This design comes from an exercise in tuning for small area, a short achievable clock period and few clock cycles per item on the open sky130 flow, not from production work.
The RTL was checked by simulation tests, not by an equivalence proof against the original design.
No activity file was given, so power comes from the tool's default toggle rates.

## flow/design.v

```verilog
package iwo_pkg;
  localparam int TABLE_SEGMENTS = 36;
  localparam int TABLE_DEPTH    = TABLE_SEGMENTS + 1;
  localparam int SAMPLE_BITS    = 14;
  localparam int FRAC_BITS   = 8;
  localparam int FRAC_ONE    = 1 << FRAC_BITS;
  localparam int PHASE_LIMIT = TABLE_SEGMENTS * FRAC_ONE;
  localparam int PHASE_W     = $clog2(PHASE_LIMIT);
  localparam int PINT_W      = PHASE_W - FRAC_BITS;
  localparam int IDX_W       = $clog2(TABLE_DEPTH);
  localparam int OP_W          = 1;
  localparam int ENTRY_IDX_W   = 6;
  localparam int ENTRY_VAL_W   = 14;
  localparam int INC_W         = 8;
  localparam int DAC_W         = 16;
  localparam logic [DAC_W-1:0] DAC_MASK = 16'hFFC0;
  localparam int WGT_W = FRAC_BITS + 1;
  localparam int SUM_W = SAMPLE_BITS + WGT_W;
  localparam int CFG_ADDR_W = 2;
  localparam int CFG_DATA_W = 32;
  localparam logic [CFG_ADDR_W-1:0] REG_PHASE_INC = 2'd0;
  typedef enum logic [OP_W-1:0] {
    OP_LOAD = 1'b0,
    OP_STEP = 1'b1
  } op_t;
endpackage
module interpolating_wavetable_oscillator (
  input  logic                   clk,
  input  logic                   rst_n,
  input  logic                   in_valid,
  output logic                   in_stall,
  input  logic [iwo_pkg::OP_W-1:0]        in_operation,
  input  logic [iwo_pkg::ENTRY_IDX_W-1:0] in_entry_index,
  input  logic [iwo_pkg::ENTRY_VAL_W-1:0] in_entry_value,
  output logic                   out_valid,
  input  logic                   out_stall,
  output logic [iwo_pkg::DAC_W-1:0]       out_dac_word,
  input  logic                   psel,
  input  logic                   penable,
  input  logic                   pwrite,
  input  logic [iwo_pkg::CFG_ADDR_W-1:0]  paddr,
  input  logic [iwo_pkg::CFG_DATA_W-1:0]  pwdata,
  output logic [iwo_pkg::CFG_DATA_W-1:0]  prdata,
  output logic                   pready
);
  localparam int TABLE_SEGMENTS = iwo_pkg::TABLE_SEGMENTS;
  localparam int TABLE_DEPTH = iwo_pkg::TABLE_DEPTH;
  localparam int SAMPLE_BITS = iwo_pkg::SAMPLE_BITS;
  localparam int FRAC_BITS = iwo_pkg::FRAC_BITS;
  localparam int FRAC_ONE = iwo_pkg::FRAC_ONE;
  localparam int PHASE_LIMIT = iwo_pkg::PHASE_LIMIT;
  localparam int PHASE_W = iwo_pkg::PHASE_W;
  localparam int PINT_W = iwo_pkg::PINT_W;
  localparam int IDX_W = iwo_pkg::IDX_W;
  localparam int OP_W = iwo_pkg::OP_W;
  localparam int ENTRY_IDX_W = iwo_pkg::ENTRY_IDX_W;
  localparam int ENTRY_VAL_W = iwo_pkg::ENTRY_VAL_W;
  localparam int INC_W = iwo_pkg::INC_W;
  localparam int DAC_W = iwo_pkg::DAC_W;
  localparam int WGT_W = iwo_pkg::WGT_W;
  localparam int SUM_W = iwo_pkg::SUM_W;
  localparam int CFG_ADDR_W = iwo_pkg::CFG_ADDR_W;
  localparam int CFG_DATA_W = iwo_pkg::CFG_DATA_W;
  localparam logic [DAC_W-1:0] DAC_MASK = iwo_pkg::DAC_MASK;
  localparam logic [CFG_ADDR_W-1:0] REG_PHASE_INC = iwo_pkg::REG_PHASE_INC;
  localparam logic [OP_W-1:0] OP_LOAD = 1'b0;
  localparam logic [OP_W-1:0] OP_STEP = 1'b1;
  logic en0, en1, en2;
  logic                   v0_r;
  logic [OP_W-1:0]        op_r;
  logic [ENTRY_IDX_W-1:0] eidx_r;
  logic [ENTRY_VAL_W-1:0] eval_r;
  logic                   v1_r;
  logic [SAMPLE_BITS-1:0] lo_r;
  logic [SAMPLE_BITS-1:0] hi_r;
  logic [FRAC_BITS-1:0]   frac_r;
  logic                   v2_r;
  logic [DAC_W-1:0]       dac_r;
  logic [PHASE_W-1:0]     phase_r;
  logic [PHASE_W-1:0]     phase_nxt;
  logic [INC_W-1:0]       inc_r;
  logic [SAMPLE_BITS-1:0] table_mem [TABLE_DEPTH];
  logic                   step_go;
  logic                   load_go;
  logic [PHASE_W:0]       phase_sum;
  logic [PINT_W-1:0]      phase_int;
  logic [IDX_W-1:0]       lo_idx;
  logic [IDX_W-1:0]       hi_idx;
  logic [WGT_W-1:0]       wgt_lo;
  logic [SUM_W-1:0]       interp_sum;
  logic [SAMPLE_BITS-1:0] interp_val;
  logic [SAMPLE_BITS+1:0] interp_shl;
  logic [DAC_W-1:0]       dac_nxt;
  logic                   cfg_wr;
  assign en2      = !v2_r || !out_stall;
  assign en1      = !v1_r || en2;
  assign en0      = !v0_r || en1;
  assign in_stall = !en0;
  assign pready = 1'b1;
  assign cfg_wr = psel && penable && pwrite && (paddr == REG_PHASE_INC);
  always_comb begin
    prdata = '0;
    if (paddr == REG_PHASE_INC) begin
      prdata = CFG_DATA_W'(inc_r);
    end
  end
  always_ff @(posedge clk) begin
    if (!rst_n) begin
      inc_r <= '0;
    end else if (cfg_wr) begin
      inc_r <= pwdata[INC_W-1:0];
    end
  end
  always_ff @(posedge clk) begin
    if (!rst_n) begin
      v0_r <= 1'b0;
    end else if (en0) begin
      v0_r <= in_valid;
    end
  end
  always_ff @(posedge clk) begin
    if (en0 && in_valid) begin
      op_r   <= in_operation;
      eidx_r <= in_entry_index;
      eval_r <= in_entry_value;
    end
  end
  assign step_go = v0_r && en1 && (op_r == OP_STEP);
  assign load_go = v0_r && en1 && (op_r == OP_LOAD) && (int'(eidx_r) <= TABLE_SEGMENTS);
  always_comb begin
    phase_sum = {1'b0, phase_r} + (PHASE_W + 1)'(inc_r);
    if (phase_sum >= (PHASE_W + 1)'(PHASE_LIMIT)) begin
      phase_nxt = PHASE_W'(phase_sum - (PHASE_W + 1)'(PHASE_LIMIT));
    end else begin
      phase_nxt = PHASE_W'(phase_sum);
    end
    phase_int = phase_nxt[PHASE_W-1:FRAC_BITS];
    if (int'(phase_int) >= TABLE_SEGMENTS) begin
      lo_idx = IDX_W'(TABLE_SEGMENTS - 1);
    end else begin
      lo_idx = IDX_W'(phase_int);
    end
    hi_idx = lo_idx + IDX_W'(1);
  end
  always_ff @(posedge clk) begin
    if (!rst_n) begin
      phase_r <= '0;
    end else if (step_go) begin
      phase_r <= phase_nxt;
    end
  end
  always_ff @(posedge clk) begin
    if (load_go) begin
      table_mem[IDX_W'(eidx_r)] <= SAMPLE_BITS'(eval_r);
    end
  end
  always_ff @(posedge clk) begin
    if (step_go) begin
      lo_r   <= table_mem[lo_idx];
      hi_r   <= table_mem[hi_idx];
      frac_r <= phase_nxt[FRAC_BITS-1:0];
    end
  end
  always_ff @(posedge clk) begin
    if (!rst_n) begin
      v1_r <= 1'b0;
    end else if (en1) begin
      v1_r <= v0_r && (op_r == OP_STEP);
    end
  end
  always_comb begin
    wgt_lo     = WGT_W'(FRAC_ONE) - WGT_W'(frac_r);
    interp_sum = SUM_W'(lo_r) * SUM_W'(wgt_lo) + SUM_W'(hi_r) * SUM_W'(frac_r);
    interp_val = interp_sum[FRAC_BITS +: SAMPLE_BITS];
    interp_shl = {interp_val, 2'b00};
    dac_nxt    = DAC_W'(interp_shl) & DAC_MASK;
  end
  always_ff @(posedge clk) begin
    if (!rst_n) begin
      v2_r <= 1'b0;
    end else if (en2) begin
      v2_r <= v1_r;
    end
  end
  always_ff @(posedge clk) begin
    if (en2 && v1_r) begin
      dac_r <= dac_nxt;
    end
  end
  assign out_valid    = v2_r;
  assign out_dac_word = dac_r;
endmodule
```

## flow/run.sh

```bash
#!/bin/bash
# synth_recipe.tcl (not shown) runs the flow's synth.tcl, then flattens the netlist and writes it again
# the make line also repeats each setting of config.mk as NAME=value (left out here)
make -C /OpenROAD-flow-scripts/flow DESIGN_CONFIG=/design/flow/config.mk WORK_HOME=/design/flow/orfs CLKGATE_MAP_FILE= SYNTH_SCRIPT=/design/flow/synth_recipe.tcl finish
```

## flow/config.mk

```make
export PLATFORM = sky130hd
export DESIGN_NAME = interpolating_wavetable_oscillator
export DESIGN_NICKNAME = interpolating_wavetable_oscillator
export VERILOG_FILES = /design/flow/design.v
export SDC_FILE = /design/flow/constraint.sdc
export NUM_CORES = 4
export LEC_CHECK = 0
export CAP_MARGIN = 20
export CORE_MARGIN = 2
export CORE_UTILIZATION = 40
export SLEW_MARGIN = 20
```

## flow/constraint.sdc

```tcl
create_clock -name core_clock -period 7.0 [get_ports {clk}]
set_input_delay 1.4000 -clock core_clock [delete_from_list [all_inputs] [get_ports {clk}]]
set_output_delay 1.4000 -clock core_clock [all_outputs]
set_load 0.01 [all_outputs]
```

==> flow_metrics.py <==
metrics = {
    "outcome": {
        "status": "timing/DRC/antenna clean",
    },
    "detailed_routing": {
        "via_count": 28400,
        "wl_per_cell_um": 25.2,
        "first_pass_iters": 6,
        "ant_nets": 0,
        "wl_um": 121000,
        "drt_iter0_drc": 3199,
        "via_per_inst": 5.90,
        "drc_errors": 0,
    },
    "sta": {
        "worst_slew_pin_slew_ns": 1.30,
        "period_needed_ns": 6.53,
        "fin_setup_tns_ns": 0,
        "timing.fmax_mhz": 153,
        "drv_slew": 0,
        "finalCritPeriodShare": 0.933,
        "clock-skew-final_ns": 0.0319,
        "setup_viol": 0,
        "whs_ns": 0.469,
        "rsz0062_at_grt": "no",
        "maxSlewHeadroom": 0.129,
        "report.final.hold_viol_count": 0,
    },
    "global_routing": {
        "overflow": 0,
        "grt_max_degree": 156,
        "grt_pass1_wl_um": 178000,
        "grt_pass1_vias": 27700,
        "antenna_found_initial": 3,
        "track_usage": 0.246,
    },
    "floorplan": {
        "die_w_um": 311,
        "coreArea_um2": 93300,
        "dieArea_um2": 96700,
        "initial_utilization": 0.404,
        "io_pins": 113,
        "rows": 112,
        "fp.dieH_um": 311,
    },
    "clock_network": {
        "cts-root-buf": "clkbuf_16",
        "cts_tree": "done",
        "numCtsBuffers": 71,
        "post-cts-setup-buffers": 0,
        "ctsHtreeMaxLevel": 3,
        "clk_pin_slew_ns": 0.06,
        "clockBufferDepth": 3,
        "worstSkewPairLatency_ns": 0.65,
        "clock-sinks": 610,
    },
    "logic_synthesis": {
        "synthDistinctLibCells": 90,
        "synth_area_um2": 37700,
        "yosysWarnings": 1,
        "synth.yosys.seq_area_share": 0.479,
        "synthCells": 3455,
        "synth_seq_cells": 610,
        "synth_compound_area_frac": 0.123,
        "syn_avg_cell_area_um2": 10.9,
        "synthSimpleGateAreaFrac": 0.157,
        "synth.top_cell.area_share": 0.466,
        "synth_edf_count": 585,
        "synth_xor_area_frac": 0.00558,
        "synth-adder-area-share": 0.129,
        "synth_top_area_cell": "edfxtp_1",
        "synth_flop_cell": "edfxtp_1",
        "synthMuxAreaShare": 0.0436,
        "synthTopCellsByArea": "edfxtp_1 47%, fa_1 10%, nand2_1 6.9%",
        "postSynth.asyncResetShare": 0,
        "synth_top_family_by_area": "simple AND/OR/NAND/NOR gates",
    },
    "critical_path": {
        "path_delay_family": "adder cells",
        "critPathMaxStageDelay_ns": 0.53,
        "path_common_cell": "fa_1",
        "path_max_fanout": 7,
        "worst-path-buf-inv": 6,
        "critPathKind": "register to register",
        "end_kind": "register",
        "cp.arrival_ns": 6.91,
        "critPathRequiredTime_ns": 7.38,
        "crit_path_top_delay_cell": "fa_1",
        "cp-start-kind": "register",
    },
    "finish": {
        "num_antenna_cells": 0,
        "layout_common_cells": "688 x nand2_1, 585 x edfxtp_1, 265 x inv_1",
        "synthToLayoutAreaGrowth_pct": 12.4,
        "final_nets": 3850,
        "drive_above_1_share": 0.101,
        "fill_cells": 8658,
        "final_common_cell": "nand2_1",
    },
    "power": {
        "p_total_mw": 10.3,
        "p_leak_nw": 16.0,
        "ir_drop_v": 0.000211,
        "power_density_nw_per_um2": 243,
    },
    "place": {
        "gp_congestion": 0.926,
        "hpwl_um": 80300,
        "port_buffers": 57,
    },
    "hold_path": {
        "hp-class": "register to register",
    },
    "run": {
        "max-cap-violations": 0,
    },
}
-- metal layers --
metal  track usage  vias to the layer above  share of wire  wire, µm
met2         0.397                     1448           0.47     56600
met4         0.103                        8          0.043      5190
met5             0                        -        0.00077        94
met1         0.322                    14200           0.40     47900
met3        0.0525                      258          0.095     11500
li1              -                    12500              -         -
-- tightest hold or removal path, stage by stage, from the launching register on --
cell and delay (ns):
dfxtp_1 0.31, nand2_1 0.05, a21boi_0 0.06
-- final cells by class --
class	count	area [µm²]	share of cell area
Clock buffer	92	1860	0.0438
Clock inverter	33	378	0.00893
Inverter	269	1010	0.0240
Multi-Input combinational cell	2345	17500	0.414
Sequential cell	610	18100	0.427
Tap cell	1254	1570	0.0371
Timing Repair Buffer	217	1940	0.0459
-- stage by stage --
stage	cells	setup WS, ns	area (µm²)	utilization
2_1_floorplan	3484	0.361	37800	-
3_3_place_gp	4694	0.406	40000	0.429
3_5_place_dp	4694	0.324	40100	0.429
4_1_cts	4819	0.309	42300	0.453
5_1_grt	4820	0.00731	42300	0.454
6_report	4820	0.468	42300	0.454
-- sequential cells by signal, summed over array words and instances, names as in the netlist --
register and flops:
v0_r 1, op_r 1, dac_r 10, phase_r 14
eidx_r 6, table_mem 518, hi_r 14, eval_r 14
v1_r 1, inc_r 8, frac_r 8, lo_r 14
v2_r 1
-- repair_timing --
| item | 4_1_cts | 5_1_grt |
|---|---|---|
| gates resized for setup | 0 | 4 |
| endpoints found under the setup margin | 0 | 2 |
| hold buffers | 0 | 0 |
-- cell families (layout without fill, tap and decap cells) --
group / count (synthesis) / count (layout)
XOR/XNOR: 24 / 24
buffers and inverters: 529 / 611
multiplexers: 117 / 117
other: 2 / 31
AND/OR/NAND/NOR: 1283 / 1283
flip-flops: 610 / 610
adder cells (fa/ha/maj): 274 / 274
AO/OA/AOI/OAI: 616 / 616
-- report_power, final --
part	internal (mW)	switching (mW)
Sequential	4.17	0.0441
Combinational	1.05	1.43
Clock	2.04	1.57
-- cell usage after synthesis (all sizes together) (10+ instances only) --
| library cell | n |
|---|---|
| o211ai | 17 |
| nand2 | 691 |
| buf | 150 |
| a2111oi | 13 |
| a31oi | 30 |
| and3 | 91 |
| a21boi | 16 |
| ha | 83 |
| and2 | 140 |
| o211a | 10 |
| mux2i | 72 |
| edfxtp | 585 |
| nand4 | 20 |
| fa | 191 |
| inv | 268 |
| a21oi | 50 |
| xnor2 | 16 |
| o21ai | 82 |
| o311ai | 10 |
| a311oi | 57 |
| nor3 | 35 |
| clkbuf | 110 |
| a21o | 12 |
| nand3 | 153 |
| a211oi | 116 |
| nor2 | 100 |
| o2111ai | 12 |
| o221ai | 31 |
| o21a | 19 |
| o22ai | 37 |
| mux4 | 37 |
| a211o | 19 |
| a221oi | 22 |
| nor2b | 21 |
| dfxtp | 25 |
-- worst paths after layout --
kind / end / cells past startpoint / slack [ns] / start
min reg2reg: phase_r[6]$_SDFFE_PN0P_ / 2 / 0.47 / phase_r[6]$_SDFFE_PN0P_
max reg2reg: dac_r[15]$_DFFE_PP_ / 25 / 0.47 / frac_r[2]$_DFFE_PP_
min: phase_r[6]$_SDFFE_PN0P_ / 2 / 0.47 / phase_r[6]$_SDFFE_PN0P_
max: dac_r[15]$_DFFE_PP_ / 25 / 0.47 / frac_r[2]$_DFFE_PP_
Testbench counts, summed over its fixed seeds: cycles 4,416, items 4,096.

-- afterwards: timing with drivers on the ports --
No port has a modelled driver above. Below, the same layout with a new extraction and two added sets of constraints.
Step 1 assumes that a clkbuf_16 drives the clock port and a buf_2 every other input.
Step 2 adds t to the input delays and takes it off the output delays; t is the mean of the earliest and latest rising clock arrival at the registers after step 1. Input paths then give back, and output paths get back, about the clock's delay inside the block.
a / b / c = ideal / step 1 / step 2; a / b = the first two.
t (ns): 0.704
slack for setup (ns): 0.468 / 0.468 / 0.468
clock arrival spread, ns: 0.040 / 0.040
After both steps setup and hold are still met in this run. For this run, drivers alone change the setup slack by 0.000 ns; drivers and shift together by 0.000 ns.
